Context: an optimization exercise on an open-source flow, tuned for small area. The choices shown serve that exercise and are no tape-out recipe.
Where RTL was checked, it was by simulation tests only, not by an equivalence proof against the original.
The RTL of runs 1 and 2 was laid out without a check of its function.
Power figures rest on the tool's default switching activity, not on a simulated workload.

### flow/config.mk
export PLATFORM = sky130hd
export DESIGN_NAME = csr_unit
export DESIGN_NICKNAME = csr_unit
export VERILOG_FILES = /design/flow/design.v
export SDC_FILE = /design/flow/constraint.sdc
export NUM_CORES = 4
export LEC_CHECK = 0
export CAP_MARGIN = 20
export CORE_MARGIN = 2
export CORE_UTILIZATION = 40
export SLEW_MARGIN = 20
### flow/constraint.sdc
create_clock -name core_clock -period 4.0 [get_ports {clk_i}]
set_input_delay 0.8000 -clock core_clock [delete_from_list [all_inputs] [get_ports {clk_i}]]
set_output_delay 0.8000 -clock core_clock [all_outputs]
set_load 0.01 [all_outputs]
### flow/design.v
package secv_pkg;
    localparam int XLEN      = 64;                   
    localparam int HART_ID_W = 4;                    
    typedef enum logic [3:0] {
        EXC_INSTR_MISALIGN = 4'd0,                   
        EXC_ILLEGAL_INSTR  = 4'd2,                   
        EXC_BREAKPOINT     = 4'd3,                   
        EXC_LOAD_MISALIGN  = 4'd4,                   
        EXC_STORE_MISALIGN = 4'd6,                   
        EXC_ECALL_M        = 4'd11                   
    } exc_t;
endpackage
package csr_pkg;
    localparam logic [11:0] CSR_ADDR_MVENDORID = 12'hF11;
    localparam logic [11:0] CSR_ADDR_MARCHID   = 12'hF12;
    localparam logic [11:0] CSR_ADDR_MIMPID    = 12'hF13;
    localparam logic [11:0] CSR_ADDR_MHARTID   = 12'hF14;
    localparam logic [11:0] CSR_ADDR_MSTATUS   = 12'h300;
    localparam logic [11:0] CSR_ADDR_MISA      = 12'h301;
    localparam logic [11:0] CSR_ADDR_MIE       = 12'h304;
    localparam logic [11:0] CSR_ADDR_MTVEC     = 12'h305;
    localparam logic [11:0] CSR_ADDR_MSCRATCH  = 12'h340;
    localparam logic [11:0] CSR_ADDR_MEPC      = 12'h341;
    localparam logic [11:0] CSR_ADDR_MCAUSE    = 12'h342;
    localparam logic [11:0] CSR_ADDR_MTVAL     = 12'h343;
    localparam logic [11:0] CSR_ADDR_MIP       = 12'h344;
    localparam logic [11:0] CSR_ADDR_MCYCLE    = 12'hB00;
    localparam logic [11:0] CSR_ADDR_MINSTRET  = 12'hB02;
    typedef enum logic [1:0] {
        CSR_OP_WRITE = 2'd0,                         
        CSR_OP_SET   = 2'd1,                         
        CSR_OP_CLEAR = 2'd2                          
    } csr_op_t;
    localparam int MSTATUS_MIE  = 3;
    localparam int MSTATUS_MPIE = 7;
    localparam logic [63:0] MSTATUS_MASK =
        (64'd1 << MSTATUS_MIE) | (64'd1 << MSTATUS_MPIE);
    localparam logic [63:0] MISA_VALUE =
        (64'd2 << 62) | (64'd1 << 8) | (64'd1 << 20);
    localparam logic [63:0] MVENDORID = 64'h0;
    localparam logic [63:0] MARCHID   = 64'h0000_0000_0000_5EC5;
    localparam logic [63:0] MIMPID    = 64'h0000_0000_0001_0000;
endpackage
module csr_unit (
    input  logic                           clk_i,
    input  logic                           rst_i,
    input  logic                           wb_cyc_i,
    input  logic                           wb_stb_i,
    input  logic                           wb_we_i,
    input  logic [11:0]                    wb_adr_i,
    input  logic [secv_pkg::XLEN-1:0]      wb_dat_i,
    output logic [secv_pkg::XLEN-1:0]      wb_dat_o,
    output logic                           wb_ack_o,
    output logic                           wb_err_o,
    input  logic [1:0]                     csr_op_i,      
    input  logic [secv_pkg::HART_ID_W-1:0] hartid_i,
    input  logic                           exc_i,
    input  logic [3:0]                     exc_type_i,
    input  logic [secv_pkg::XLEN-1:0]      pc_i,
    input  logic [secv_pkg::XLEN-1:0]      tval_i,
    input  logic                           mret_i,
    input  logic                           retire_i,
    output logic                           trap_o,
    output logic [secv_pkg::XLEN-1:0]      redirect_pc_o
);
    localparam int XLEN = secv_pkg::XLEN;
    logic             mie_b;                         
    logic             mpie_b;                        
    logic [XLEN-1:0]  mie;
    logic [XLEN-1:0]  mtvec;
    logic [XLEN-1:0]  mscratch;
    logic [XLEN-1:1]  mepc;                          
    logic [XLEN-1:0]  mcause;
    logic [XLEN-1:0]  mtval;
    logic [XLEN-1:0]  mip;
    logic [XLEN-1:0]  mcycle;
    logic [XLEN-1:0]  minstret;
    logic             rd_wb_q;                       
    logic             rd_tv_q;                       
    logic             rd_ep_q;                       
    logic s_mstatus, s_misa, s_mie, s_mtvec, s_mscratch, s_mepc, s_mcause, s_mtval, s_mip;
    logic s_mcycle, s_minstret, s_mvendorid, s_marchid, s_mimpid, s_mhartid;
    logic hit, bad, req, wr, ev;
    logic a_hi3, a_hib, a_hif, a_m0, a_m1, a_m4;
    logic a_l0, a_l1, a_l2, a_l3, a_l4, a_l5;
    assign a_hi3 = wb_adr_i[11:8] == 4'h3;
    assign a_hib = wb_adr_i[11:8] == 4'hB;
    assign a_hif = wb_adr_i[11:8] == 4'hF;
    assign a_m0  = wb_adr_i[7:4] == 4'h0;
    assign a_m1  = wb_adr_i[7:4] == 4'h1;
    assign a_m4  = wb_adr_i[7:4] == 4'h4;
    assign a_l0  = wb_adr_i[3:0] == 4'h0;
    assign a_l1  = wb_adr_i[3:0] == 4'h1;
    assign a_l2  = wb_adr_i[3:0] == 4'h2;
    assign a_l3  = wb_adr_i[3:0] == 4'h3;
    assign a_l4  = wb_adr_i[3:0] == 4'h4;
    assign a_l5  = wb_adr_i[3:0] == 4'h5;
    assign s_mstatus   = a_hi3 & a_m0 & a_l0;
    assign s_misa      = a_hi3 & a_m0 & a_l1;
    assign s_mie       = a_hi3 & a_m0 & a_l4;
    assign s_mtvec     = a_hi3 & a_m0 & a_l5;
    assign s_mscratch  = a_hi3 & a_m4 & a_l0;
    assign s_mepc      = a_hi3 & a_m4 & a_l1;
    assign s_mcause    = a_hi3 & a_m4 & a_l2;
    assign s_mtval     = a_hi3 & a_m4 & a_l3;
    assign s_mip       = a_hi3 & a_m4 & a_l4;
    assign s_mcycle    = a_hib & a_m0 & a_l0;
    assign s_minstret  = a_hib & a_m0 & a_l2;
    assign s_mvendorid = a_hif & a_m1 & a_l1;
    assign s_marchid   = a_hif & a_m1 & a_l2;
    assign s_mimpid    = a_hif & a_m1 & a_l3;
    assign s_mhartid   = a_hif & a_m1 & a_l4;
    assign hit = s_mstatus | s_misa | s_mie | s_mtvec | s_mscratch | s_mepc | s_mcause |
                 s_mtval | s_mip | s_mcycle | s_minstret | s_mvendorid | s_marchid |
                 s_mimpid | s_mhartid;
    assign bad = ~hit | (wb_we_i & (wb_adr_i[11:10] == 2'b11));
    assign req = wb_cyc_i & wb_stb_i & ~wb_ack_o & ~wb_err_o;
    assign wr  = req & wb_we_i & ~rst_i;
    assign ev  = exc_i | mret_i;
    logic [XLEN-1:0] grp_a, grp_b, grp_c, grp_x, old_val;
    assign grp_a = ({XLEN{s_mie}} & mie) | ({XLEN{s_mtvec}} & mtvec) |
                   ({XLEN{s_mscratch}} & mscratch);
    assign grp_b = ({XLEN{s_mepc}} & {mepc, 1'b0}) | ({XLEN{s_mcause}} & mcause) |
                   ({XLEN{s_mtval}} & mtval);
    assign grp_c = ({XLEN{s_mip}} & mip) | ({XLEN{s_mcycle}} & mcycle) |
                   ({XLEN{s_minstret}} & minstret);
    assign grp_x = ({XLEN{s_mstatus}} & {56'd0, mpie_b, 3'd0, mie_b, 3'd0}) |
                   ({XLEN{s_misa}}    & csr_pkg::MISA_VALUE) |
                   ({XLEN{s_marchid}} & csr_pkg::MARCHID) |
                   ({XLEN{s_mimpid}}  & csr_pkg::MIMPID) |
                   ({XLEN{s_mhartid}} & {60'd0, hartid_i});
    assign old_val = grp_a | grp_b | grp_c | grp_x;
    logic op_clr, op_keep;
    logic [XLEN-1:0] wdata, old_kept;
    assign op_clr   = csr_op_i == 2'd2;
    assign op_keep  = csr_op_i == 2'd1 || csr_op_i == 2'd2;
    assign old_kept = old_val & {XLEN{op_keep}};
    for (genvar i = 0; i < XLEN; i++) begin : g_rmw
        assign wdata[i] = wb_dat_i[i] ? ~op_clr : old_kept[i];
    end
    logic w_mie, w_mtvec, w_mscratch, w_mip, w_mepc, w_mcause, w_mtval, w_mcycle, w_minstret;
    logic h_mie, h_mtvec, h_mscratch, h_mip, h_mepc, h_mcause, h_mtval, h_mcycle, h_minstret;
    logic t_load;                                    
    logic i_minstret;                                
    assign w_mie      = wr & s_mie;
    assign w_mtvec    = wr & s_mtvec;
    assign w_mscratch = wr & s_mscratch;
    assign w_mip      = wr & s_mip;
    assign w_mepc     = wr & s_mepc & ~ev;
    assign w_mcause   = wr & s_mcause & ~ev;
    assign w_mtval    = wr & s_mtval & ~ev;
    assign w_mcycle   = wr & s_mcycle;
    assign w_minstret = wr & s_minstret;
    assign t_load     = exc_i & ~rst_i;
    assign h_mie      = ~rst_i & ~w_mie;
    assign h_mtvec    = ~rst_i & ~w_mtvec;
    assign h_mscratch = ~rst_i & ~w_mscratch;
    assign h_mip      = ~rst_i & ~w_mip;
    assign h_mepc     = ~rst_i & ~w_mepc & ~exc_i;
    assign h_mcause   = ~rst_i & ~w_mcause & ~exc_i;
    assign h_mtval    = ~rst_i & ~w_mtval & ~exc_i;
    assign h_mcycle   = ~rst_i & ~w_mcycle;
    assign h_minstret = ~rst_i & ~w_minstret;
    assign i_minstret = retire_i;
    logic [XLEN-1:0] mcycle_cy, minstret_cy, mcycle_inc, minstret_inc;
    logic [7:0]      mcycle_all, minstret_all, mcycle_gc, minstret_gc;
    for (genvar k = 0; k < 8; k++) begin : g_cgrp
        assign mcycle_all[k]   = &mcycle[8*k+7:8*k];
        assign minstret_all[k] = &minstret[8*k+7:8*k];
        if (k == 0) begin : g_first
            assign mcycle_gc[k]   = 1'b1;
            assign minstret_gc[k] = i_minstret;
        end else begin : g_next
            assign mcycle_gc[k]   = &mcycle_all[k-1:0];
            assign minstret_gc[k] = i_minstret & (&minstret_all[k-1:0]);
        end
        for (genvar i = 0; i < 8; i++) begin : g_cbit
            if (i == 0) begin : g_lsb
                assign mcycle_cy[8*k]   = mcycle_gc[k];
                assign minstret_cy[8*k] = minstret_gc[k];
            end else begin : g_up
                assign mcycle_cy[8*k+i]   = mcycle_cy[8*k+i-1] & mcycle[8*k+i-1];
                assign minstret_cy[8*k+i] = minstret_cy[8*k+i-1] & minstret[8*k+i-1];
            end
        end
    end
    assign mcycle_inc   = mcycle ^ mcycle_cy;
    assign minstret_inc = minstret ^ minstret_cy;
    always_ff @(posedge clk_i) begin
        mie      <= ({XLEN{w_mie}} & wdata) | ({XLEN{h_mie}} & mie);
        mtvec    <= ({XLEN{w_mtvec}} & wdata) | ({XLEN{h_mtvec}} & mtvec);
        mscratch <= ({XLEN{w_mscratch}} & wdata) | ({XLEN{h_mscratch}} & mscratch);
        mip      <= ({XLEN{w_mip}} & wdata) | ({XLEN{h_mip}} & mip);
        mepc     <= ({(XLEN-1){w_mepc}} & wdata[XLEN-1:1]) |
                    ({(XLEN-1){t_load}} & pc_i[XLEN-1:1]) |
                    ({(XLEN-1){h_mepc}} & mepc);
        mcause   <= ({XLEN{w_mcause}} & wdata) |
                    ({XLEN{t_load}} & {60'd0, exc_type_i}) |
                    ({XLEN{h_mcause}} & mcause);
        mtval    <= ({XLEN{w_mtval}} & wdata) |
                    ({XLEN{t_load}} & tval_i) |
                    ({XLEN{h_mtval}} & mtval);
        mcycle   <= ({XLEN{w_mcycle}} & wdata) | ({XLEN{h_mcycle}} & mcycle_inc);
        minstret <= ({XLEN{w_minstret}} & wdata) | ({XLEN{h_minstret}} & minstret_inc);
    end
    always_ff @(posedge clk_i) begin
        if (rst_i) begin
            mie_b  <= 1'b0;
            mpie_b <= 1'b0;
        end else if (exc_i) begin
            mie_b  <= 1'b0;
            mpie_b <= mie_b;
        end else if (mret_i) begin
            mie_b  <= mpie_b;
            mpie_b <= 1'b1;
        end else if (wr && s_mstatus) begin
            mie_b  <= wdata[csr_pkg::MSTATUS_MIE];
            mpie_b <= wdata[csr_pkg::MSTATUS_MPIE];
        end
    end
    always_ff @(posedge clk_i) begin
        wb_ack_o <= ~rst_i & req & ~bad;
        wb_err_o <= ~rst_i & req & bad;
        wb_dat_o <= old_val;
    end
    always_ff @(posedge clk_i) begin
        trap_o  <= ~rst_i & ev;
        rd_wb_q <= exc_i & s_mtvec;
        rd_tv_q <= exc_i & ~s_mtvec;
        rd_ep_q <= ~exc_i;
    end
    assign redirect_pc_o[XLEN-1:2] = ({(XLEN-2){rd_wb_q}} & wb_dat_o[XLEN-1:2]) |
                                     ({(XLEN-2){rd_tv_q}} & mtvec[XLEN-1:2]) |
                                     ({(XLEN-2){rd_ep_q}} & mepc[XLEN-1:2]);
    assign redirect_pc_o[1]        = rd_ep_q & mepc[1];
    assign redirect_pc_o[0]        = 1'b0;
endmodule
### flow/flow/run.sh
#!/bin/bash
# Own layout flow: the standard ORFS flow, with
#  - an area-oriented ABC mapping script in synthesis (the rest of synthesis unchanged),
#  - minimum-size buffers on the ports,
#  - a clock tree built from smaller buffers.
# Each tool's output is logged in this folder (and ORFS keeps its own logs under orfs/logs).
set -euo pipefail
W=$PWD
F=$W/flow

# Synthesis script: synth_recipe.tcl, with ORFS's synth.tcl swapped for a copy whose abc call
# uses our own ABC script.
sed 's#^\(\s*\)log_cmd abc {\*}\$abc_args#\1set abc_args [lreplace $abc_args 1 1 '"$F"'/abc_area2.script]\n\1log_cmd abc {*}$abc_args#' \
    "$FLOW_HOME/scripts/synth.tcl" > "$W/synth_area.tcl"
grep -q "abc_area2.script" "$W/synth_area.tcl"
sed "s#\$::env(SCRIPTS_DIR)/synth.tcl#$W/synth_area.tcl#" "$W/synth_recipe.tcl" > "$W/synth_recipe_area.tcl"
grep -q "synth_area.tcl" "$W/synth_recipe_area.tcl"

export CTS_ARGS="-sink_clustering_enable -repair_clock_nets -dont_use_dummy_load -sink_clustering_size 16 -sink_clustering_max_diameter 60 -buf_list sky130_fd_sc_hd__clkbuf_8"
export BUFFER_PORTS_ARGS="-buffer_cell sky130_fd_sc_hd__buf_1"
bash standard.sh synth SYNTH_SCRIPT="$W/synth_recipe_area.tcl" > "$W/flow_synth.log" 2>&1
bash standard.sh finish > "$W/flow_finish.log" 2>&1
### flow/flow/abc_area2.script
&get -n
&st
&dch
&nf -p -a
&put
### flow/standard.sh
#!/bin/bash
# synth_recipe.tcl (not shown) runs the flow's synth.tcl, then flattens the netlist and writes it again
# the make line also repeats each setting of config.mk as NAME=value (left out here)
make -C /OpenROAD-flow-scripts/flow DESIGN_CONFIG=/design/flow/config.mk WORK_HOME=/design/flow/orfs CLKGATE_MAP_FILE= SYNTH_SCRIPT=/design/flow/synth_recipe.tcl "${@:-finish}"
==> metrics.csv, run 1 <==
stage;metric;value;unit
status;outcome;complete, no violations;
clock_tree;clock_latency;0.71;ns
synthesis;synth_top_area_share;0.510;
routing;vias_per_cell;6.53;
synthesis;synth_top_cell_by_area;dfxtp_1;
power;combPwrFrac;0.075;
power;power;10.6;mW
floorplan;die_w;256;um
floorplan;design.core.area;63000;um2
synthesis;synth_area_leaders;dfxtp_1, a22o_1, a222oi_1;
sta;final_max_slew_viol_count;0;
floorplan;start_util;0.403;
setup_path;cp_max_fo;2;
setup_path;reg2reg_from;mcycle[1];
floorplan;io_pins;353;
layout;utilization;0.477;
clock_tree;root_buffer;clkbuf_8;
setup_path;critPathKind;flip-flop to flip-flop;
floorplan;design.die.area;65500;um2
routing;drt-initial-drc-count;3752;
setup_path;end_kind;flip-flop;
grt;antenna_found_initial;8;
floorplan;dieHeight;256;um
synthesis;yosys_warnings;1;
min_path;hold_start;tval_i[35];
synthesis;ys_seq_area_frac;0.510;
layout;drive_gt1_frac;0.0860;
clock_tree;cts_sinks;647;
setup_path;startpoint;mcycle[1];
sta;finalCritPeriodShare;0.956;
sta;fin_tns_setup;0;ns
grt;gr-usage-all-layers;0.294;
power;powerDensity;354;nW/um2
clock_tree;clk_pin_slew;0.11;ns
setup_path;worstSetupStartpointType;flip-flop;
sta;min_period;3.82;ns
layout;area_delta_synth_final;18.3;%
place;gp_congestion;0.884;
sta;finalClockSkew;0.0634;ns
min_path;hold_path.class;input pin to flip-flop;
clock_tree;htreeDepth;2;
job;drv_cap;0;
synthesis;synth-async-reset-ratio;0;
sta;clock.fmax;262;MHz
routing;drt_first_pass_iters;9;
power;p_leak;11.8;nW
layout;nets;3265;
sta;report.final.hold_viol_count;0;
sta;setup_viol;0;
synthesis;synth_edf_count;0;
synthesis;ys_seq_elements;647;
synthesis;synth_cell_types;45;
grt;grt_max_degree;62;
power;irDropWorstVdd;0.000272;V
synthesis;yosysMostFrequentCell;dfxtp_1;
synthesis;syn_nets;2714;
place;portBuffers;350;
routing;drc_errors;0;
power;seq_power_share;0.620;
synthesis;syn_inst;2380;
power;switching_share;0.259;
routing;ant_nets;0;
grt;gr-total-overflow;0;
routing;wl_per_cell;26.3;um
layout;fin_area;30000;um2
clock_tree;ctsHoldBuffers;0;
clock_tree;cts_buffers;50;
grt;grt_pass1_vias;24500;
synthesis;synth_area;25400;um2
synthesis;synthTopCellsByCount;dfxtp_1, a22o_1, nand2_1;
clock_tree;cts.path.max_buffers;3;
setup_path;critical_path_arrival;4.40;ns
synthesis;postSynthAreaPerCell;10.7;um2
sta;tightest_slew;0.938;ns
place;dp_cells;3724;
clock_tree;cts_tree;done;
routing;detail_route.wirelength;99.5;mm
grt;grt_pass1_wl;151;mm
place;dp_hpwl;65.1;mm
setup_path;worstPathRequired;4.57;ns
layout;final_cells;3779;
place;place_area;29200;um2
sta;slew_headroom;0.373;
power;pwr-share-clk;0.305;
power;internal_power;7.89;mW
floorplan;row_count;92;
synthesis;ys.flop_type;dfxtp_1;
power;p_sw;2.75;mW
routing;num_vias;24700;
[worst max-delay path, cell delays in order, from the launching register on]
cell and delay, ns:
dfxtp_2 0.37, ha_4 0.14, nand4_1 0.12, nor4_2 0.16, buf_4 0.16, nand2_1 0.09, or3_4 0.37, or3_4 0.42
nor3_4 0.14, buf_6 0.13, nor3b_4 0.17, ha_2 0.20, ha_2 0.19, ha_1 0.15, ha_1 0.14, ha_1 0.14
ha_1 0.15, ha_1 0.22, a22o_1 0.20
[path summary, 6_finish.rpt]
kind	slack, ns	to	cells after the start
setup / recovery	0.18	mcycle[62]	18
hold / removal	0.31	mtval[35]	3
setup reg to reg	0.18	mcycle[62]	18
hold reg to reg	0.44	mtval[5]	2
[cell type report]
cell class | count | area (um2)
Sequential cell | 647 | 13000
Tap cell | 846 | 1060
Clock buffer | 50 | 688
Multi-Input combinational cell | 1600 | 12200
Antenna cell | 4 | 10.0
Fill cell | 5947 | 32900
Inverter | 132 | 495
Timing Repair Buffer | 500 | 2630
[power by group through the flow]
stage	logic (mW)	clock network (mW)	registers, mW
detailed placement	0.783	0	6.74
global placement	0.771	0	6.74
floorplan	0.352	0	6.72
CTS	0.787	3.29	6.59
finish	0.801	3.25	6.60
global route	0.859	3.54	6.61
[metal layers]
metal  share of wire  GRT usage  wire (um)  vias to the layer above
met5         0.00027          0         27                        -
met4           0.037      0.113       3660                        4
met3            0.11     0.0714      10500                      209
met2            0.44      0.456      43600                     1436
met1            0.42      0.395      41700                    12200
li1                -          -          -                    10800
[what timing repair did]
action | CTS | global route
pin swaps | 3 | 3
resized for setup | 10 | 9
buffers inserted | 0 | 1
gates cloned | 0 | 0
setup endpoints to repair | 3 | 6
endpoints found under the hold margin | 0 | 0
[state kept, by name (all words and copies together) (netlist names), 63 cells and up]
name,count
mtval,64
mip,64
mcause,64
wb_dat_o,64
mie,64
minstret,64
mscratch,64
mepc,63
mcycle,64
mtvec,64
[cells in the final DEF, fill, tap and decap left out, drive strengths merged, types with 12 or more instances in the layout]
cell type | Yosys | layout
a21o | 14 | 14
a222oi | 246 | 246
a22o | 388 | 388
a22oi | 118 | 118
and3 | 62 | 62
buf | 1 | 500
clkbuf | 0 | 50
clkinv | 132 | 131
dfxtp | 647 | 647
ha | 112 | 112
nand2 | 317 | 317
nand3 | 23 | 23
nand4 | 46 | 46
nor2 | 30 | 30
nor3 | 14 | 14
o21ai | 84 | 84
o22ai | 12 | 12
o31ai | 53 | 53
xnor2 | 16 | 16
[metrics by stage]
stage,worst slack [ns],hold slack [ns]
after floorplan,-0.150,0.415
after global placement,-0.481,0.425
after detailed placement,-0.471,0.428
after CTS,0.0222,0.274
after global routing,-0.00899,0.291
final,0.176,0.307
[kinds of logic after synthesis]
group                      after synthesis  synth area share
and+or+nand+nor                        532            0.0968
xor gates and xnor gates                16           0.00552
buffers and inverters                  133            0.0198
other                                    1          0.000148
adders and majority gates              112            0.0552
AOI/OAI and AO/OA                      938             0.312
DFF                                    647             0.510
muxes                                    1          0.000394
==> inputs of run 2 (changes only) <==
==> flow/flow/abc_area2.script (replaced) <==
&get -n
&st
&dch
&nf
&put
==> run 2 against run 1 <==
  * Design area rose by 0.72%
  * Register-to-register slack improved by 0.03 ns
  * Worst hold slack improved by 0.022 ns
  * Fmax rose by 0.83%
  * Clock skew fell by 0.011 ns
  * Critical endpoint unchanged
  * First-iteration DRC count fell by 9.2%
  * Critical path depth fell by 1
  * Still clean
  * Largest power group unchanged
  * Die area rose by 0.32%
  * Highest routed layer is now met4
==> metrics.csv, run 2 <==
stage;metric;value;unit
synthesis;synth_top_area_share;0.508;
routing;m1WireLength;41.8;mm
clock_tree;clk_pin_slew;0.11;ns
routing;drt-initial-drc-count;3405;
synthesis;yosys_warnings;1;
clock_tree;cts.path.max_buffers;3;
clock_tree;htreeDepth;2;
setup_path;worstSetupStartpointType;flip-flop;
routing;vias_per_cell;6.46;
synthesis;synth-async-reset-ratio;0;
clock_tree;cts_sinks;647;
layout;fillers;6017;
sta;setup_viol;0;
place;dpl_worst_slack;-0.253;ns
grt;grt_pass1_wl;150;mm
sta;rsz0062_at_grt;false;
floorplan;design.core.area;63100;um2
synthesis;synth_edf_count;0;
clock_tree;cts_tree;done;
clock_tree;root_buffer;clkbuf_8;
synthesis;synth_top_cell_by_area;dfxtp_1;
power;power;10.6;mW
setup_path;worstPathRequired;4.57;ns
clock_tree;cts_buffers;49;
layout;fin_area;30300;um2
grt;grt_pass1_vias;24400;
synthesis;synth_area_leaders;dfxtp_1, a22o_1, a222oi_1;
layout;drive_gt1_frac;0.0876;
synthesis;ys_seq_area_frac;0.508;
synthesis;yosysMostFrequentCell;dfxtp_1;
floorplan;row_count;92;
place;portBuffers;350;
sta;min_period;3.79;ns
sta;report.final.hold_viol_count;0;
layout;nets;3280;
routing;ant_nets;0;
routing;drt_first_pass_iters;13;
layout;final_common_cell;dfxtp_1;
floorplan;die_w;256;um
clock_tree;clock_latency;0.68;ns
sta;fin_tns_setup;0;ns
place;dp_cells;3738;
sta;finalClockSkew;0.0528;ns
routing;top_layer_used;met4;
synthesis;ys_seq_elements;647;
clock_tree;ctsHoldBuffers;0;
floorplan;io_pins;353;
routing;wl_per_cell;26.1;um
power;p_leak;11.9;nW
synthesis;synthTopCellsByCount;dfxtp_1, a22o_1, nand2_1;
power;irDropWorstVdd;0.000251;V
layout;mostFrequentLayoutCells;dfxtp_1, a22o_1, buf_1, nand2_1, a222oi_1;
status;outcome;complete, no violations;
synthesis;synth_area;25500;um2
sta;slew_headroom;0.253;
routing;detail_route.wirelength;99.1;mm
routing;drc_errors;0;
sta;final_max_slew_viol_count;0;
sta;finalWorstSetupSlack;0.208;ns
synthesis;ys.flop_type;dfxtp_1;
layout;seqCellArea;13000;um2
place;place_area;29400;um2
place;dp_hpwl;66.1;mm
routing;num_vias;24500;
synthesis;syn_inst;2394;
sta;tightest_slew;1.11;ns
grt;antenna_found_initial;4;
floorplan;design.die.area;65700;um2
layout;final_cells;3794;
routing;routed-wl-met2;45.5;mm
grt;grt_max_degree;92;
setup_path;critPathKind;flip-flop to flip-flop;
power;powerDensity;350;nW/um2
routing;met3RoutedLength;8.47;mm
job;drv_cap;0;
min_path;hold_path.class;input pin to flip-flop;
floorplan;start_util;0.404;
setup_path;end_kind;flip-flop;
sta;finalCritPeriodShare;0.948;
synthesis;synth_cell_types;42;
setup_path;critical_path_arrival;4.36;ns
grt;gr-total-overflow;0;
place;gp_congestion;0.879;
sta;clock.fmax;264;MHz
layout;multi_input_area;12300;um2
synthesis;syn_nets;2728;
synthesis;postSynthAreaPerCell;10.6;um2
layout;area_delta_synth_final;18.7;%
setup_path;cp_max_fo;2;
grt;gr-usage-all-layers;0.289;
floorplan;dieHeight;256;um
-- run 2: changes by cell type after synthesis, sizes merged, moves of 6 or more --
cell	change
clkinv	+6
and3	+9
nand2	-13
nand2b	+13
nor3b	-9
-- run 2: power breakdown --
group / internal (mW) / switching (mW)
Combinational: 0.249 / 0.546
Sequential: 6.52 / 0.0799
Clock: 1.10 / 2.10
Total: 7.87 / 2.73
-- run 2: metrics by stage --
stage / hold WS, ns / util
after detailed placement: 0.429 / 0.467
after global routing: 0.317 / 0.480
final: 0.329 / 0.480
after global placement: 0.424 / 0.467
after CTS: 0.286 / 0.478
after floorplan: 0.415 / -
-- run 2: final cells by class --
class,instances,area share
Antenna cell,4,0.000331
Clock buffer,49,0.0223
Inverter,138,0.0171
Multi-Input combinational cell,1608,0.406
Sequential cell,647,0.429
Tap cell,846,0.0350
Timing Repair Buffer,502,0.0908
-- run 2: cells by family after synthesis --
family	synth area share
AOI/OAI and AO/OA	0.310
DFF	0.508
and+or+nand+nor	0.0995
buffers and inverters	0.0206
adders and majority gates	0.0550
xor gates and xnor gates	0.00550
other	0.000147
muxes	0.000393
-- run 2: metal layers --
metal / track usage / vias to the layer above
li1: - / 10800
met1: 0.388 / 12200
met2: 0.473 / 1242
met3: 0.0484 / 201
met4: 0.0975 / 0
met5: 0 / -
-- run 2: final timing paths --
kind,cells past startpoint,end,slack (ns),start
worst min-delay path,3,mtval[11],0.33,tval_i[11]
worst max register to register,17,mcycle[62],0.21,mcycle[0]
worst min register to register,2,mtval[59],0.44,mtval[59]
worst max-delay path,17,mcycle[62],0.21,mcycle[0]
-- run 2: worst max-delay path: stages (launching register included) --
cell,delay [ns]
dfxtp_2,0.37
ha_4,0.14
nand4_1,0.16
nor4_4,0.36
buf_4,0.17
nand2_1,0.07
or3_4,0.35
or3_4,0.38
nor3_4,0.16
and2_4,0.17
ha_1,0.14
ha_1,0.15
ha_2,0.17
ha_2,0.17
ha_1,0.16
ha_1,0.15
ha_1,0.22
a22o_1,0.19
-- run 2: repair_timing --
item / in CTS / in global routing
pin swaps: 1 / 4
gates resized for setup: 3 / 11
setup buffers: 0 / 2
setup endpoints to repair: 8 / 6
cloned: 0 / 0
==> inputs of run 3 (changes only) <==
--- a/flow/design.v
+++ b/flow/design.v
@@ -171,8 +171,8 @@
             assign mcycle_gc[k]   = 1'b1;
             assign minstret_gc[k] = i_minstret;
         end else begin : g_next
-            assign mcycle_gc[k]   = &mcycle_all[k-1:0];
-            assign minstret_gc[k] = i_minstret & (&minstret_all[k-1:0]);
+            assign mcycle_gc[k]   = mcycle_gc[k-1] & mcycle_all[k-1];
+            assign minstret_gc[k] = minstret_gc[k-1] & minstret_all[k-1];
         end
         for (genvar i = 0; i < 8; i++) begin : g_cbit
             if (i == 0) begin : g_lsb
==> flow/flow/abc_area2.script (replaced) <==
&get -n
&st
&dch
&nf -p -a
&put
--- a/flow/config.mk
+++ b/flow/config.mk
@@ -5,7 +5,7 @@
 export SDC_FILE = /design/flow/constraint.sdc
 export NUM_CORES = 4
 export LEC_CHECK = 0
-export CAP_MARGIN = 20
+export CAP_MARGIN = 10
 export CORE_MARGIN = 2
 export CORE_UTILIZATION = 40
-export SLEW_MARGIN = 20
+export SLEW_MARGIN = 10
==> run 3 against run 2 <==
  * Still clean
  * Die area fell by 0.19%
  * Design area fell by 1.7%
  * Power rose by 0.53%
  * Register-to-register slack barely moved
  * Largest cell class unchanged
==> metrics.csv, run 3 <==
stage;metric;value;unit
power;combPwrFrac;0.070;
floorplan;row_count;92;
sta;finalClockSkew;0.0729;ns
status;outcome;complete, no violations;
synthesis;synth_area;25400;um2
setup_path;critical_path_arrival;4.40;ns
routing;vias_per_cell;6.47;
place;portBuffers;350;
min_path;hold_start;pc_i[3];
grt;grt_pass1_wl;148;mm
min_path;hold_end;mepc[3];
clock_tree;cts_buffers;52;
power;powerDensity;358;nW/um2
setup_path;end_kind;flip-flop;
layout;nets;3200;
floorplan;start_util;0.404;
routing;wl_per_cell;26.6;um
synthesis;syn_nets;2712;
layout;final_common_cell;dfxtp_1;
routing;ant_nets;0;
sta;report.final.hold_viol_count;0;
power;pwr-share-clk;0.309;
sta;rsz0062_at_grt;false;
layout;drive_gt1_frac;0.0649;
clock_tree;clock_latency;0.70;ns
routing;drc_errors;0;
setup_path;cp_max_fo;3;
grt;gr-usage-all-layers;0.289;
floorplan;io_pins;353;
power;switching_share;0.259;
setup_path;crit_chain;ha_1 -> nand3_1 -> nor2_2 -> nand2_1 -> nor3_2 -> nand2_1 -> nor3_2 -> nor3b_1 -> buf_4 -> nor3b_2 -> ha_1 -> ha_1 -> ha_1 -> ha_1 -> ha_1 -> ha_1 -> ha_1 -> a22o_1;
layout;area_delta_synth_final;16.9;%
synthesis;yosys_warnings;1;
job;drv_cap;0;
clock_tree;cts.path.max_buffers;3;
setup_path;reg2reg_from;mcycle[0];
floorplan;die_w;256;um
synthesis;synth_cell_types;40;
grt;grt_max_degree;89;
sta;setup_viol;0;
synthesis;postSynthAreaPerCell;10.7;um2
sta;finalCritPeriodShare;0.946;
min_path;hold_depth;3;
layout;mostFrequentLayoutCells;dfxtp_1, a22o_1, buf_1, nand2_1, a222oi_1;
clock_tree;post_cts_buffers;0;
place;dp_hpwl;60.5;mm
sta;final_max_slew_viol_count;0;
power;internal_power;7.90;mW
setup_path;critPathKind;flip-flop to flip-flop;
synthesis;ys_seq_area_frac;0.509;
synthesis;yosysMostFrequentCell;dfxtp_1;
setup_path;cp_slowest_cell;dfxtp_1;
grt;gr-total-overflow;0;
clock_tree;cts_sinks;647;
routing;detail_route.wirelength;98.9;mm
synthesis;synthSimpleGateAreaFrac;0.101;
synthesis;synth_area_leaders;dfxtp_1, a22o_1, a222oi_1;
clock_tree;root_buffer;clkbuf_8;
synthesis;synth-xor-area-share;0.00551;
sta;finalWorstSetupSlack;0.215;ns
routing;drt-initial-drc-count;3197;
grt;antenna_found_initial;7;
place;place_area;29000;um2
layout;fillers;5930;
synthesis;ys_seq_elements;647;
power;seq_power_share;0.621;
setup_path;r2r_end;mcycle[62];
clock_tree;clk_pin_slew;0.10;ns
synthesis;ys.flop_type;dfxtp_1;
sta;slew_headroom;0.245;
routing;drt_first_pass_iters;10;
min_path;hold_path.class;input pin to flip-flop;
place;gp_congestion;0.857;
sta;clock.fmax;264;MHz
power;irDropWorstVdd;0.000247;V
setup_path;crit_family;simple AND/OR/NAND/NOR gates;
floorplan;design.die.area;65600;um2
floorplan;dieHeight;256;um
sta;tightest_slew;1.13;ns
synthesis;synth_compound_area_frac;0.310;
routing;num_vias;24000;
synthesis;synth_top_area_share;0.509;
clock_tree;ctsHoldBuffers;0;
power;p_sw;2.75;mW
setup_path;worstSetupStartpointType;flip-flop;
synthesis;synth-async-reset-ratio;0;
synthesis;syn_inst;2378;
setup_path;cpPeakStageDelay;0.37;ns
setup_path;crit_buf_inv;1;
power;p_leak;11.8;nW
synthesis;synth_edf_count;0;
setup_path;worstPathRequired;4.61;ns
synthesis;synth_top_family_by_area;compound AO/OA/AOI/OAI gates;
setup_path;r2r_slack;0.22;ns
sta;min_period;3.78;ns
setup_path;cpMostUsedCell;ha_1;
synthesis;synth_top_cell_by_area;dfxtp_1;
clock_tree;cts_tree;done;
setup_path;rr_worst_depth;18;
synthesis;synth_fa_ha_area_frac;0.0551;
grt;grt_pass1_vias;24000;
synthesis;synthMuxAreaShare;0.000394;
clock_tree;htreeDepth;2;
floorplan;design.core.area;63000;um2
place;dpl_worst_slack;-0.450;ns
layout;fin_area;29700;um2
synthesis;synthTopCellsByCount;dfxtp_1, a22o_1, nand2_1;
==> run 3: changes by cell type after synthesis, sizes merged, moves of 17 or more <==
cell   previous run  this run
nor3             16        59
a22o            386       420
o31ai            55        12
and3             71        49
nand2           304       321
a21o             15        36
o21ai            84        48
a22oi           118       141
==> run 3: cells by family after synthesis <==
family,Yosys count
mux,1
buf+inv,123
simple gates,561
compound gates,917
other cells,1
flops,647
xor+xnor,16
fa+ha+maj,112
==> run 3: worst register-to-register path, delay by kind of cell (launching register included) <==
family	cells	cell delay (ns)
AND/OR/NAND/NOR	8	1.49
adder cells (fa/ha/maj)	8	1.47
flip-flops	1	0.37
AO/OA/AOI/OAI	1	0.19
buffers and inverters	1	0.16
==> run 3: how the worst max path moves through the flow <==
stage	start	to	slack (ns)	depth (start not counted)
global route	mcycle[0]	mcycle[62]	0.005	18
detailed placement	retire_i	minstret[62]	-0.45	19
CTS	mcycle[0]	mcycle[62]	0.06	18
global placement	retire_i	minstret[62]	-0.45	19
floorplan	wb_adr_i[7]	mtval[23]	-0.82	6
finish	mcycle[0]	mcycle[62]	0.22	18
==> run 3: per-stage QoR <==
stage / power, mW / hold WS, ns / cells / TNS [ns] / utilization
after floorplan: 7.08 / 0.415 / 2378 / -208.57 / -
after global placement: 7.48 / 0.425 / 3658 / -1.18 / 0.460
after detailed placement: 7.49 / 0.431 / 3658 / -1.38 / 0.460
after CTS: 10.7 / 0.263 / 3710 / 0 / 0.472
after global routing: 11.0 / 0.300 / 3715 / 0 / 0.472
final: 10.7 / 0.302 / 3716 / 0 / 0.472
==> run 3: timing repair <==
item / in CTS / in global routing
setup endpoints to repair: 2 / 5
pin swaps: 0 / 1
gates resized for setup: 2 / 4
==> run 3: power by group through the flow <==
stage | registers, mW | logic (mW) | clock network (mW)
after CTS | 6.61 | 0.736 | 3.37
after floorplan | 6.72 | 0.357 | 0
after global routing | 6.63 | 0.795 | 3.61
after global placement | 6.76 | 0.723 | 0
after detailed placement | 6.76 | 0.734 | 0
final | 6.61 | 0.743 | 3.30
==> run 3: per-layer routing <==
metal / track usage / wire length, um / vias up / share of wire
li1: - / - / 10700 / -
met4: 0.0786 / 2040 / 4 / 0.021
met3: 0.0670 / 9890 / 152 / 0.10
met2: 0.464 / 45200 / 1271 / 0.46
met1: 0.389 / 41700 / 11900 / 0.42
met5: 0 / 23 / - / 0.00023
==> run 3: layout make-up <==
cell class,count,area [um2],share of cell area
multi-input combinational,1608,12300,0.415
tap,846,1060,0.0356
inverter,122,458,0.0154
timing repair buffer,435,2200,0.0740
antenna,6,15.0,0.000505
clock buffer,52,716,0.0241
sequential,647,13000,0.436
==> inputs of run 4 (changes only) <==
==> flow/flow/abc_area2.script (replaced) <==
&get -n
&st
&dch -f
&nf -a
&put
==> flow/config.mk (replaced) <==
export PLATFORM = sky130hd
export DESIGN_NAME = csr_unit
export DESIGN_NICKNAME = csr_unit
export VERILOG_FILES = /design/flow/design.v
export SDC_FILE = /design/flow/constraint.sdc
export NUM_CORES = 4
export LEC_CHECK = 0
export CAP_MARGIN = 20
export CORE_MARGIN = 2
export CORE_UTILIZATION = 55
export SLEW_MARGIN = 20
==> run 4 against run 3 <==
  * Final cell count is 6.5% lower
  * Combinational power increased by 5.2%
  * Critical path depth is 1 higher
  * Synthesized cell count is essentially flat
  * Setup slack lost 0.0095 ns
==> metrics.csv, run 4 <==
stage;metric;value;unit
grt;grt_max_degree;79;
job;drv_cap;0;
routing;drc_errors;0;
power;p_leak;11.8;nW
setup_path;end_kind;flip-flop;
floorplan;design.die.area;47800;um2
synthesis;syn_nets;2710;
routing;drt_first_pass_iters;10;
routing;vias_per_cell;7.06;
place;dp_hpwl;58.9;mm
synthesis;synthTopCellsByCount;dfxtp_1, a22o_1, nand2_1;
power;internal_power;7.85;mW
grt;grt_pass1_wl;143;mm
sta;rsz0062_at_grt;false;
power;combPwrFrac;0.074;
clock_tree;cts.path.max_buffers;3;
clock_tree;cts_sinks;647;
setup_path;cp_slowest_cell;dfxtp_1;
grt;gr-usage-all-layers;0.387;
clock_tree;root_buffer;clkbuf_8;
power;powerDensity;358;nW/um2
sta;tightest_slew;1.08;ns
routing;wl_per_cell;27.4;um
synthesis;yosysMostFrequentCell;dfxtp_1;
synthesis;synth_top_cell_by_area;dfxtp_1;
sta;finalCritPeriodShare;0.949;
synthesis;postSynthAreaPerCell;10.7;um2
grt;antenna_found_initial;3;
layout;drive_gt1_frac;0.0676;
place;dpl_worst_slack;-0.431;ns
setup_path;cpMostUsedCell;ha_1;
routing;drt-initial-drc-count;4049;
setup_path;crit_cells;19;
setup_path;cpPeakStageDelay;0.43;ns
layout;utilization;0.648;
synthesis;yosys_warnings;1;
routing;detail_route.wirelength;95.0;mm
synthesis;syn_inst;2376;
setup_path;crit_chain;nand3_1 -> nor3_1 -> buf_4 -> nand2_1 -> nor3_1 -> buf_4 -> nand2_1 -> nor3_1 -> buf_4 -> nand2_1 -> nor3_2 -> ha_1 -> ha_1 -> ha_1 -> ha_1 -> ha_1 -> ha_1 -> ha_1 -> a22o_1;
layout;final_cells;3474;
setup_path;crit_buf_inv;3;
sta;min_period;3.79;ns
setup_path;critical_path_arrival;4.37;ns
min_path;hold_depth;3;
setup_path;cp_max_fo;3;
place;dp_cells;3421;
status;outcome;complete, no violations;
setup_path;worstSetupStartpointType;flip-flop;
synthesis;synth_edf_count;0;
sta;fin_tns_setup;0;ns
layout;nets;3207;
clock_tree;cts_buffers;49;
setup_path;rr_worst_depth;19;
clock_tree;clock_latency;0.66;ns
sta;finalWorstSetupSlack;0.206;ns
floorplan;die_w;219;um
power;p_sw;2.71;mW
clock_tree;post_cts_buffers;0;
power;irDropWorstVdd;0.000290;V
setup_path;crit_family;simple AND/OR/NAND/NOR gates;
power;seq_power_share;0.624;
floorplan;design.core.area;45500;um2
sta;final_max_slew_viol_count;0;
setup_path;r2r_slack;0.21;ns
clock_tree;clk_pin_slew;0.10;ns
clock_tree;cts_tree;done;
synthesis;synth_cell_types;37;
grt;grt_pass1_vias;23600;
clock_tree;ctsHoldBuffers;0;
sta;report.final.hold_viol_count;0;
setup_path;critPathKind;flip-flop to flip-flop;
grt;gr-total-overflow;0;
synthesis;synth_top_area_share;0.511;
floorplan;dieHeight;219;um
synthesis;ys_seq_area_frac;0.511;
synthesis;ys.flop_type;dfxtp_1;
synthesis;ys_seq_elements;647;
layout;fillers;3907;
place;gp_congestion;0.900;
min_path;hold_path.class;input pin to flip-flop;
synthesis;synth-async-reset-ratio;0;
floorplan;start_util;0.558;
routing;ant_nets;0;
setup_path;worstPathRequired;4.58;ns
sta;setup_viol;0;
routing;num_vias;24500;
floorplan;io_pins;353;
layout;area_delta_synth_final;16.2;%
clock_tree;htreeDepth;2;
layout;mostFrequentLayoutCells;dfxtp_1, a22o_1, buf_1, nand2_1, a222oi_1;
power;pwr-share-clk;0.301;
sta;clock.fmax;264;MHz
place;portBuffers;350;
synthesis;synth_area;25400;um2
sta;slew_headroom;0.279;
sta;finalClockSkew;0.0473;ns
synthesis;synth_area_leaders;dfxtp_1, a22o_1, a222oi_1;
sta;holdWs;0.323;ns
floorplan;row_count;78;
power;switching_share;0.257;
layout;final_common_cell;dfxtp_1;
-- run 4: cell types whose count changed in the layout (fill, tap and decap cells not counted), moves of 10 or more --
| cell | change |
|---|---|
| nand2_1 | -13 |
| nor3_1 | +12 |
| a21o_1 | +10 |
| o21ai_1 | +13 |
| clkinv_1 | +16 |
| a22o_1 | -26 |
| and3_1 | +10 |
-- run 4: what timing repair did --
item | 4_1_cts | 5_1_grt
gates resized for setup | 0 | 2
endpoints found under the hold margin | 0 | 0
setup endpoints to repair | 0 | 4
-- run 4: worst paths after layout --
check                            startpoint           end
worst max-delay path            minstret[7]  minstret[62]
worst min-delay path             tval_i[36]     mtval[36]
worst max register to register  minstret[7]  minstret[62]
worst min register to register    mtval[45]     mtval[45]
-- run 4: layout make-up --
type	count	area, um2	share of cell area
antenna	3	7.51	0.000255
clock buffer	49	674	0.0229
inverter	138	518	0.0176
multi-input combinational	1590	12200	0.414
sequential	647	13000	0.440
tap	600	751	0.0255
timing repair buffer	447	2360	0.0802
-- run 4: routing by layer --
metal	vias to the layer above	global-route usage	part of all wire
met3	222	0.0738	0.12
met1	12000	0.528	0.39
met4	0	0.145	0.033
met2	1655	0.612	0.45
li1	10600	-	-
met5	-	0	0
-- run 4: stage by stage --
step,cell area [um2],total power [mW]
2_1_floorplan,25600,7.08
3_3_place_gp,28700,7.48
3_5_place_dp,28700,7.49
4_1_cts,29400,10.6
5_1_grt,29500,10.9
6_report,29500,10.6
-- run 4: cells by family (layout without fill, tap and decap cells) --
logic type,count (synthesis),count (layout),share of synthesized area
flops,647,647,0.511
fa+ha+maj,112,112,0.0553
other cells,1,4,0.000148
simple gates,535,535,0.0962
xor+xnor,16,16,0.00553
compound gates,926,926,0.311
buf+inv,139,634,0.0207
-- run 4: power by group through the flow --
stage	clock (mW)	sequential, mW	combinational (mW)
2_1_floorplan	0	6.72	0.354
6_report	3.18	6.59	0.782
3_3_place_gp	0	6.73	0.744
5_1_grt	3.44	6.60	0.824
4_1_cts	3.21	6.59	0.759
3_5_place_dp	0	6.74	0.757
-- run 4: worst reg2reg max path: stages, from the launching register on --
cell,delay [ns]
dfxtp_1,0.43
nand3_1,0.10
nor3_1,0.32
buf_4,0.18
nand2_1,0.09
nor3_1,0.27
buf_4,0.17
nand2_1,0.09
nor3_1,0.20
buf_4,0.15
nand2_1,0.08
nor3_2,0.24
ha_1,0.19
ha_1,0.14
ha_1,0.14
ha_1,0.17
ha_1,0.17
ha_1,0.15
ha_1,0.22
a22o_1,0.20
==> inputs of run 5 (changes only) <==
--- a/flow/config.mk
+++ b/flow/config.mk
@@ -7,5 +7,6 @@
 export LEC_CHECK = 0
 export CAP_MARGIN = 20
 export CORE_MARGIN = 2
-export CORE_UTILIZATION = 55
+export CORE_UTILIZATION = 40
+export PLACE_DENSITY = 0.8
 export SLEW_MARGIN = 20
==> run 5 against run 4 <==
  * Fmax grew 2.2%
  * Setup slack better by 0.081 ns
  * Sequential power about the same
  * Global-route usage fell by 11 points
  * Design area increased by 1.1%
  * Die area rose by 37%
  * Non-clock buffer count is 4 lower
  * Count of clock-buffer cells in the layout increased by 2
  * Final cell count up 7.0%
  * Highest routed layer is now met5
==> metrics.csv, run 5 <==
stage;metric;value;unit
layout;nets;3205;
setup_path;r2r_end;mcycle[62];
place;dp_hpwl;61.3;mm
min_path;hold_path.class;input pin to flip-flop;
power;powerDensity;356;nW/um2
clock_tree;clock_latency;0.70;ns
grt;gr-usage-all-layers;0.277;
synthesis;yosys_warnings;1;
routing;num_vias;24000;
sta;finalWorstSetupSlack;0.286;ns
routing;drc_errors;0;
grt;grt_pass1_wl;143;mm
clock_tree;root_buffer;clkbuf_8;
sta;setup_viol;0;
synthesis;yosysMostFrequentCell;dfxtp_1;
floorplan;design.die.area;65400;um2
setup_path;worstPathRequired;4.56;ns
clock_tree;cts_tree;done;
sta;fin_tns_setup;0;ns
min_path;hold_end;mtval[13];
layout;final_cells;3716;
setup_path;critPathKind;flip-flop to flip-flop;
layout;mostFrequentLayoutCells;dfxtp_1, a22o_1, buf_1, nand2_1, a222oi_1;
clock_tree;htreeDepth;2;
grt;grt_max_degree;81;
setup_path;r2r_slack;0.29;ns
routing;vias_per_cell;6.46;
min_path;hold_start;tval_i[13];
job;drv_cap;0;
routing;wl_per_cell;25.4;um
floorplan;row_count;92;
floorplan;dieHeight;256;um
clock_tree;cts_sinks;647;
synthesis;syn_inst;2376;
sta;finalClockSkew;0.0742;ns
routing;ant_nets;0;
floorplan;start_util;0.403;
setup_path;cp_max_fo;3;
layout;drive_gt1_frac;0.0676;
synthesis;synth_cell_types;37;
place;dp_cells;3664;
setup_path;reg2reg_from;mcycle[0];
floorplan;die_w;256;um
min_path;hold_depth;3;
synthesis;synth-async-reset-ratio;0;
place;gp_congestion;0.913;
place;portBuffers;350;
synthesis;ys_seq_area_frac;0.511;
synthesis;synth_area;25400;um2
sta;min_period;3.71;ns
routing;detail_route.wirelength;94.3;mm
synthesis;postSynthAreaPerCell;10.7;um2
setup_path;end_kind;flip-flop;
synthesis;ys_seq_elements;647;
layout;area_delta_synth_final;17.4;%
sta;clock.fmax;269;MHz
setup_path;rr_worst_depth;18;
clock_tree;clk_pin_slew;0.10;ns
clock_tree;cts.path.max_buffers;3;
synthesis;syn_nets;2710;
sta;tightest_slew;1.09;ns
grt;antenna_found_initial;6;
sta;slew_headroom;0.274;
grt;gr-total-overflow;0;
floorplan;design.core.area;62900;um2
routing;drt-initial-drc-count;3867;
synthesis;synth_edf_count;0;
power;p_leak;11.8;nW
routing;drt_first_pass_iters;9;
sta;report.final.hold_viol_count;0;
status;outcome;complete, no violations;
clock_tree;post_cts_buffers;0;
clock_tree;cts_buffers;51;
place;dpl_worst_slack;-0.503;ns
synthesis;synth_top_cell_by_area;dfxtp_1;
synthesis;ys.flop_type;dfxtp_1;
synthesis;synthTopCellsByCount;dfxtp_1, a22o_1, nand2_1;
clock_tree;ctsHoldBuffers;0;
grt;grt_pass1_vias;23400;
floorplan;io_pins;353;
layout;final_common_cell;dfxtp_1;
synthesis;synth_area_leaders;dfxtp_1, a22o_1, a222oi_1;
synthesis;synth_top_area_share;0.511;
setup_path;worstSetupStartpointType;flip-flop;
sta;final_max_slew_viol_count;0;
power;irDropWorstVdd;0.000268;V
sta;finalCritPeriodShare;0.928;
setup_path;critical_path_arrival;4.28;ns
run 5: cell counts after synthesis:
Identical to the previous run, type by type.
run 5: area by class of cell:
class / count / area (um2)
diodes: 1 / 2.50
clock buffers: 51 / 702
fillers: 5904 / 33100
inverters: 138 / 518
multi-input cells: 1590 / 12200
flip-flops and latches: 647 / 13000
well taps: 846 / 1060
repair buffers: 443 / 2340
run 5: kinds of logic after synthesis:
logic type | count (synthesis) | share of synthesized area
and+or+nand+nor | 535 | 0.0962
DFF | 647 | 0.511
buffers and inverters | 139 | 0.0207
other | 1 | 0.000148
adders and majority gates | 112 | 0.0553
xor gates and xnor gates | 16 | 0.00553
AOI/OAI and AO/OA | 926 | 0.311
run 5: worst max-delay path by stage:
stage | start | end | cells past startpoint
after global placement | retire_i | minstret[62] | 20
after floorplan | wb_adr_i[5] | mtval[16] | 6
after CTS | minstret[7] | minstret[62] | 19
after global routing | minstret[7] | minstret[63] | 20
after detailed placement | retire_i | minstret[62] | 20
final | mcycle[0] | mcycle[62] | 18
run 5: power by group:
| group | internal [mW] | total, mW | switching, mW | leakage [nW] |
|---|---|---|---|---|
| combinational | 0.220 | 0.764 | 0.544 | 6.17 |
| sequential | 6.52 | 6.59 | 0.0650 | 5.24 |
| clock | 1.14 | 3.24 | 2.10 | 0.367 |
run 5: per-layer routing:
metal / wire [um] / GRT usage / part of all wire
met5: 33 / 0 / 0.00035
met4: 2760 / 0.0890 / 0.029
met2: 42800 / 0.452 / 0.45
met3: 9730 / 0.0525 / 0.10
met1: 39000 / 0.371 / 0.41
run 5: worst max-delay path, stage by stage (launching register included):
cell and delay, ns:
dfxtp_1 0.37, ha_1 0.19, nand3_1 0.10, nor2_1 0.22, nand2_1 0.16, nor3_2 0.33, nand2_1 0.19, nor3_1 0.23
buf_4 0.17, nand2_1 0.07, nor3_1 0.25, ha_1 0.20, ha_1 0.15, ha_1 0.15, ha_1 0.16, ha_1 0.16
ha_1 0.15, ha_1 0.22, a22o_1 0.19
run 5: repair_timing:
action,CTS,global route
gates resized for setup,1,4
endpoints found under the setup margin,2,4
hold endpoints to repair,0,0
run 5: stage by stage:
step	utilization	power, mW	area, um2	hold WS (ns)
3_5_place_dp	0.462	7.49	29000	0.429
4_1_cts	0.473	10.6	29800	0.262
3_3_place_gp	0.462	7.47	29000	0.423
2_1_floorplan	-	7.08	25600	0.414
6_report	0.474	10.6	29800	0.315
5_1_grt	0.474	10.9	29800	0.298
==> inputs of run 6 (changes only) <==
--- a/flow/config.mk
+++ b/flow/config.mk
@@ -8,5 +8,5 @@
 export CAP_MARGIN = 20
 export CORE_MARGIN = 2
 export CORE_UTILIZATION = 40
-export PLACE_DENSITY = 0.8
+export PLACE_DENSITY = 0.45
 export SLEW_MARGIN = 20
==> run 6 against run 5 <==
  * Final cell count grew 1.8%
  * Highest routed layer is now met4
  * Count of clock-buffer cells in the layout grew 3
  * Worst hold slack lost 0.0032 ns
  * Non-clock buffer count grew 63
  * Critical endpoint is now minstret[62]
  * Still clean
  * Sequential power is essentially flat
  * Critical path type unchanged
  * Fmax shrank 1.5%
  * Synthesized area is the same
==> metrics.csv, run 6 <==
stage;metric;value;unit
setup_path;end_kind;flip-flop;
sta;finalCritPeriodShare;0.943;
clock_tree;htreeDepth;2;
layout;mostFrequentLayoutCells;dfxtp_1, a22o_1, buf_1, nand2_1, a222oi_1;
clock_tree;cts_sinks;647;
setup_path;critPathKind;flip-flop to flip-flop;
floorplan;row_count;92;
grt;gr-usage-all-layers;0.308;
place;place_area;30000;um2
clock_tree;clock_latency;0.71;ns
min_path;hold_depth;3;
synthesis;ys_seq_area_frac;0.511;
sta;finalClockSkew;0.0549;ns
sta;final_max_slew_viol_count;0;
power;irDropWorstVdd;0.000263;V
grt;grt_pass1_vias;24300;
routing;drt-initial-drc-count;2960;
sta;min_period;3.77;ns
setup_path;critical_path_arrival;4.37;ns
sta;slew_headroom;0.292;
synthesis;synth-async-reset-ratio;0;
synthesis;synth-xor-area-share;0.00553;
synthesis;synth_compound_area_frac;0.311;
setup_path;rr_worst_depth;19;
layout;drive_gt1_frac;0.0886;
min_path;hold_path.class;input pin to flip-flop;
layout;area_delta_synth_final;21.3;%
sta;finalWorstSetupSlack;0.228;ns
place;dp_hpwl;66.3;mm
synthesis;yosysMostFrequentCell;dfxtp_1;
synthesis;synth_cell_types;37;
floorplan;design.core.area;62900;um2
power;p_leak;12.3;nW
routing;drt_first_pass_iters;9;
grt;grt_pass1_wl;156;mm
floorplan;io_pins;353;
layout;utilization;0.489;
clock_tree;root_buffer;clkbuf_8;
synthesis;synth_top_area_share;0.511;
layout;fin_area;30800;um2
sta;clock.fmax;265;MHz
routing;vias_per_cell;6.39;
clock_tree;ctsHoldBuffers;0;
layout;nets;3271;
grt;antenna_found_initial;2;
clock_tree;cts_buffers;54;
floorplan;start_util;0.403;
floorplan;dieHeight;256;um
synthesis;synth_top_family_by_area;compound AO/OA/AOI/OAI gates;
routing;ant_nets;0;
synthesis;synthSimpleGateAreaFrac;0.0962;
job;drv_cap;0;
synthesis;synth_top_cell_by_area;dfxtp_1;
sta;setup_viol;0;
routing;detail_route.wirelength;104;mm
synthesis;yosys_warnings;1;
routing;wl_per_cell;27.5;um
sta;fin_tns_setup;0;ns
synthesis;synth_edf_count;0;
place;gp_congestion;0.856;
synthesis;synthMuxAreaShare;0;
synthesis;synth_area;25400;um2
layout;final_common_cell;dfxtp_1;
floorplan;die_w;256;um
sta;tightest_slew;1.06;ns
place;portBuffers;350;
routing;num_vias;24200;
synthesis;postSynthAreaPerCell;10.7;um2
grt;gr-total-overflow;0;
power;powerDensity;354;nW/um2
setup_path;worstSetupStartpointType;flip-flop;
grt;grt_max_degree;74;
status;outcome;complete, no violations;
floorplan;design.die.area;65400;um2
synthesis;ys_seq_elements;647;
synthesis;synth_area_leaders;dfxtp_1, a22o_1, a222oi_1;
routing;drc_errors;0;
sta;report.final.hold_viol_count;0;
synthesis;ys.flop_type;dfxtp_1;
clock_tree;cts.path.max_buffers;3;
setup_path;cp_max_fo;3;
synthesis;syn_inst;2376;
clock_tree;cts_resized;0;
clock_tree;cts_tree;done;
synthesis;syn_nets;2710;
setup_path;worstPathRequired;4.60;ns
place;dpl_worst_slack;-0.596;ns
clock_tree;post_cts_buffers;0;
synthesis;synthTopCellsByCount;dfxtp_1, a22o_1, nand2_1;
synthesis;synth_fa_ha_area_frac;0.0553;
clock_tree;clk_pin_slew;0.11;ns
## run 6: cell counts after synthesis
No cell type changed its count.
## run 6: final cells by class
| cell class | count | area, um2 |
|---|---|---|
| flip-flops and latches | 647 | 13000 |
| diodes | 2 | 5.00 |
| multi-input cells | 1590 | 12200 |
| repair buffers | 506 | 3270 |
| fillers | 5960 | 32100 |
| well taps | 846 | 1060 |
| inverters | 138 | 518 |
| clock buffers | 54 | 743 |
## run 6: kinds of logic after synthesis
family / count (synthesis)
AO/OA/AOI/OAI: 926
flip-flops: 647
AND/OR/NAND/NOR: 535
buffers and inverters: 139
adder cells (fa/ha/maj): 112
XOR/XNOR: 16
other: 1
## run 6: worst max-delay path, cell delays in order (launching register included)
cell,delay [ns]
dfxtp_1,0.42
nand3_1,0.14
nor3_4,0.28
buf_4,0.16
nand2_1,0.09
nor3_1,0.19
buf_4,0.15
nand2_1,0.09
nor3_1,0.19
buf_4,0.16
nand2_1,0.08
nor3_1,0.25
ha_1,0.19
ha_1,0.14
ha_1,0.13
ha_1,0.15
ha_1,0.21
ha_1,0.18
ha_1,0.23
a22o_1,0.21
## run 6: worst paths after layout
kind / slack, ns / end / from
max reg2reg: 0.23 / minstret[62] / minstret[7]
max: 0.23 / minstret[62] / minstret[7]
min: 0.31 / mtval[37] / tval_i[37]
min reg2reg: 0.44 / mtval[13] / mtval[13]
## run 6: power breakdown
part           leakage, nW  switching, mW  internal, mW
Clock                0.388           2.19          1.20
Combinational         6.64          0.578         0.318
Sequential            5.24         0.0736          6.52
Total                 12.3           2.84          8.04
## run 6: per-layer routing
layer / part of all wire / GRT usage / routed length, um / vias to the layer above
met5: 0 / 0 / 0 / -
met4: 0.026 / 0.0838 / 2740 / 0
met1: 0.43 / 0.417 / 44800 / 12000
li1: - / - / - / 10800
met2: 0.47 / 0.514 / 48500 / 1172
met3: 0.078 / 0.0434 / 8140 / 174
## run 6: per-stage QoR
stage	hold WS (ns)	total power, mW	instances
2_1_floorplan	0.414	7.08	2376
3_3_place_gp	0.427	7.61	3724
3_5_place_dp	0.430	7.63	3726
4_1_cts	0.265	11.0	3780
5_1_grt	0.299	11.3	3783
6_report	0.312	10.9	3783
==> inputs of run 7 (changes only) <==
--- a/flow/config.mk
+++ b/flow/config.mk
@@ -8,5 +8,4 @@
 export CAP_MARGIN = 20
 export CORE_MARGIN = 2
 export CORE_UTILIZATION = 40
-export PLACE_DENSITY = 0.45
 export SLEW_MARGIN = 20
==> run 7 against run 6 <==
  * Final cell count decreased by 1.8%
  * Combinational power is 14% lower
  * Wire length is 5.3% lower
  * Synthesized area did not move
  * Sequential power about the same
  * Worst hold slack better by 0.014 ns
  * Sequential share of layout area increased by 1.5 points
  * Fmax is 1.9% higher
  * Utilization down 1.7 points
  * Synthesized cell count did not move
  * Highest routed layer is now met5
  * Die area stayed put
  * Still clean on timing, DRC and antenna
==> metrics.csv, run 7 <==
stage;metric;value;unit
grt;gr-usage-all-layers;0.288;
sta;rsz0062_at_grt;false;
grt;grt.busiest_layer;met2;
grt;grt_pass1_vias;23900;
grt;global_route.usage.met3;0.0493;
setup_path;crit_family;simple AND/OR/NAND/NOR gates;
setup_path;crit_buf_inv;1;
sta;final_max_slew_viol_count;0;
layout;final_cells;3715;
sta;finalCritPeriodShare;0.925;
power;powerDensity;360;nW/um2
synthesis;yosysMostFrequentCell;dfxtp_1;
setup_path;crit_cells;18;
setup_path;cp_max_fo;3;
sta;setup_viol;0;
synthesis;syn_inst;2376;
synthesis;syn_nets;2710;
setup_path;worstSetupStartpointType;flip-flop;
place;gp_congestion;0.901;
routing;wl_per_cell;26.5;um
place;portBuffers;350;
floorplan;die_w;256;um
place;dp_hpwl;63.2;mm
floorplan;design.core.area;62900;um2
layout;area_delta_synth_final;17.1;%
setup_path;cpPeakStageDelay;0.39;ns
floorplan;dieHeight;256;um
routing;drc_errors;0;
synthesis;postSynthAreaPerCell;10.7;um2
setup_path;cpMostUsedCell;ha_1;
layout;drive_gt1_frac;0.0659;
setup_path;crit_chain;ha_1 -> nand3_1 -> nor2_2 -> nand2_1 -> nor3_2 -> nand2_1 -> nor3_1 -> buf_4 -> nand2_1 -> nor3_1 -> ha_1 -> ha_1 -> ha_1 -> ha_1 -> ha_1 -> ha_1 -> ha_1 -> a22o_1;
sta;slew_headroom;0.332;
sta;finalClockSkew;0.0572;ns
sta;tightest_slew;0.999;ns
setup_path;rr_worst_depth;18;
clock_tree;cts_tree;done;
setup_path;end_kind;flip-flop;
layout;mostFrequentLayoutCells;dfxtp_1, a22o_1, buf_1, nand2_1, a222oi_1;
clock_tree;cts.path.max_buffers;3;
power;irDropWorstVdd;0.000219;V
synthesis;synth_top_cell_by_area;dfxtp_1;
power;p_leak;11.7;nW
synthesis;synth_area_leaders;dfxtp_1, a22o_1, a222oi_1;
layout;fillers;5967;
grt;grt_max_degree;72;
setup_path;critPathKind;flip-flop to flip-flop;
place;dp_cells;3660;
layout;fin_area;29700;um2
routing;ant_nets;0;
status;outcome;complete, no violations;
clock_tree;clk_pin_slew;0.11;ns
synthesis;synth_top_area_share;0.511;
sta;clock.fmax;270;MHz
synthesis;synth_area;25400;um2
min_path;hold_depth;3;
sta;finalWorstSetupSlack;0.299;ns
sta;min_period;3.70;ns
min_path;hold_path.class;input pin to flip-flop;
setup_path;critical_path_arrival;4.28;ns
sta;report.final.hold_viol_count;0;
synthesis;synth-async-reset-ratio;0;
job;drv_cap;0;
floorplan;io_pins;353;
clock_tree;clock_latency;0.68;ns
place;place_area;29000;um2
routing;num_vias;24100;
synthesis;synth_cell_types;37;
clock_tree;htreeDepth;2;
clock_tree;cts_sinks;647;
grt;gr-usage-met2;0.462;
grt;grt_pass1_wl;148;mm
routing;vias_per_cell;6.48;
synthesis;ys.flop_type;dfxtp_1;
synthesis;ys_seq_area_frac;0.511;
grt;antenna_found_initial;5;
synthesis;ys_seq_elements;647;
clock_tree;ctsHoldBuffers;0;
layout;final_common_cell;dfxtp_1;
floorplan;start_util;0.403;
floorplan;design.die.area;65400;um2
clock_tree;cts_buffers;52;
clock_tree;root_buffer;clkbuf_8;
place;dpl_worst_slack;-0.0907;ns
routing;detail_route.wirelength;98.6;mm
routing;drt_first_pass_iters;9;
synthesis;yosys_warnings;1;
floorplan;row_count;92;
layout;nets;3202;
setup_path;worstPathRequired;4.58;ns
routing;drt-initial-drc-count;3613;
synthesis;synth_edf_count;0;
grt;grt_util_met1;0.395;
setup_path;cp_slowest_cell;dfxtp_1;
grt;gr-total-overflow;0;
synthesis;synthTopCellsByCount;dfxtp_1, a22o_1, nand2_1;
==> run 7: stage by stage <==
step / total power [mW] / hold slack, ns / TNS, ns / utilization
after CTS: 10.7 / 0.269 / 0 / 0.472
after detailed placement: 7.49 / 0.428 / -0.158 / 0.461
after floorplan: 7.08 / 0.414 / -170.96 / -
final: 10.7 / 0.326 / 0 / 0.472
after global routing: 11.0 / 0.301 / 0 / 0.472
after global placement: 7.48 / 0.424 / -0.219 / 0.461
==> run 7: worst paths after layout <==
check | startpoint | to | slack (ns)
min reg2reg | mtval[46] | mtval[46] | 0.44
min | tval_i[59] | mtval[59] | 0.33
max | mcycle[0] | mcycle[62] | 0.30
max reg2reg | mcycle[0] | mcycle[62] | 0.30
==> run 7: cells by family after synthesis <==
| kind of cell | synth area share |
|---|---|
| buf+inv | 0.0207 |
| compound gates | 0.311 |
| xor+xnor | 0.00553 |
| flops | 0.511 |
| simple gates | 0.0962 |
| fa+ha+maj | 0.0553 |
| other cells | 0.000148 |
==> run 7: worst register-to-register path: cells and delay by family, from the launching register on <==
| kind | cells | cell delay, ns |
|---|---|---|
| flip-flops | 1 | 0.39 |
| AND/OR/NAND/NOR | 8 | 1.47 |
| adder cells (fa/ha/maj) | 8 | 1.39 |
| AO/OA/AOI/OAI | 1 | 0.19 |
| buffers and inverters | 1 | 0.16 |
==> run 7: layout make-up <==
type / instances / area (um2) / share of cell area
Sequential cell: 647 / 13000 / 0.436
Multi-Input combinational cell: 1590 / 12200 / 0.410
Timing Repair Buffer: 439 / 2240 / 0.0756
Tap cell: 846 / 1060 / 0.0357
Clock buffer: 52 / 716 / 0.0241
Inverter: 138 / 518 / 0.0175
Antenna cell: 3 / 7.51 / 0.000253
==> run 7: routing by layer <==
metal / wire length, um / share of wire
met3: 9160 / 0.093
met2: 44700 / 0.45
met1: 41800 / 0.42
met4: 2890 / 0.029
met5: 20 / 0.00020
==> run 7: repair_timing <==
item                       in CTS  in global routing
buffers inserted                0                  0
gates resized for setup         0                  2
setup endpoints to repair       0                  2
==> run 7: where the power goes <==
part | switching, mW | internal [mW]
Clock | 2.15 | 1.16
Combinational | 0.553 | 0.216
Sequential | 0.0687 | 6.52
Total | 2.78 | 7.90

## port drivers added, routing unchanged
The flow's constraints put no driver on any port. The routed layouts listed below were extracted and timed again, unchanged, in two steps.
Step 1 sets driving cells, clkbuf_16 on the clock port and buf_2 on the other inputs (assumed; they add their load-dependent delay and slew).
Step 2, shift: input delay + t, output delay - t, t = (earliest + latest rising clock arrival at the registers) / 2. This alone moves slack from input paths to output paths.
Three values: no drivers, after step 1, after step 2; two values: the first two.
run	t (ns)	setup WS [ns]	clock arrival spread, ns	worst register clock-pin slew, ns	pins driven straight from the clock port
run 1	0.742	0.176 / 0.176 / -0.267	0.070 / 0.070	0.11 / 0.11	1
run 2	0.724	0.208 / 0.208 / -0.027	0.065 / 0.065	0.11 / 0.11	1
run 3	0.732	0.215 / 0.215 / -0.293	0.078 / 0.078	0.11 / 0.11	1
run 4	0.708	0.206 / 0.206 / -0.376	0.069 / 0.069	0.11 / 0.11	1
run 5	0.714	0.286 / 0.286 / -0.204	0.093 / 0.094	0.11 / 0.11	1
run 6	0.744	0.228 / 0.228 / -0.345	0.061 / 0.060	0.11 / 0.11	1
run 7	0.714	0.299 / 0.299 / -0.151	0.069 / 0.069	0.11 / 0.11	1
Met with ideal ports but missed after step 2: setup timing in every run listed. The setup slack of run 4, which loses most, moves by 0.000 ns with the drivers and by -0.582 ns with both steps.
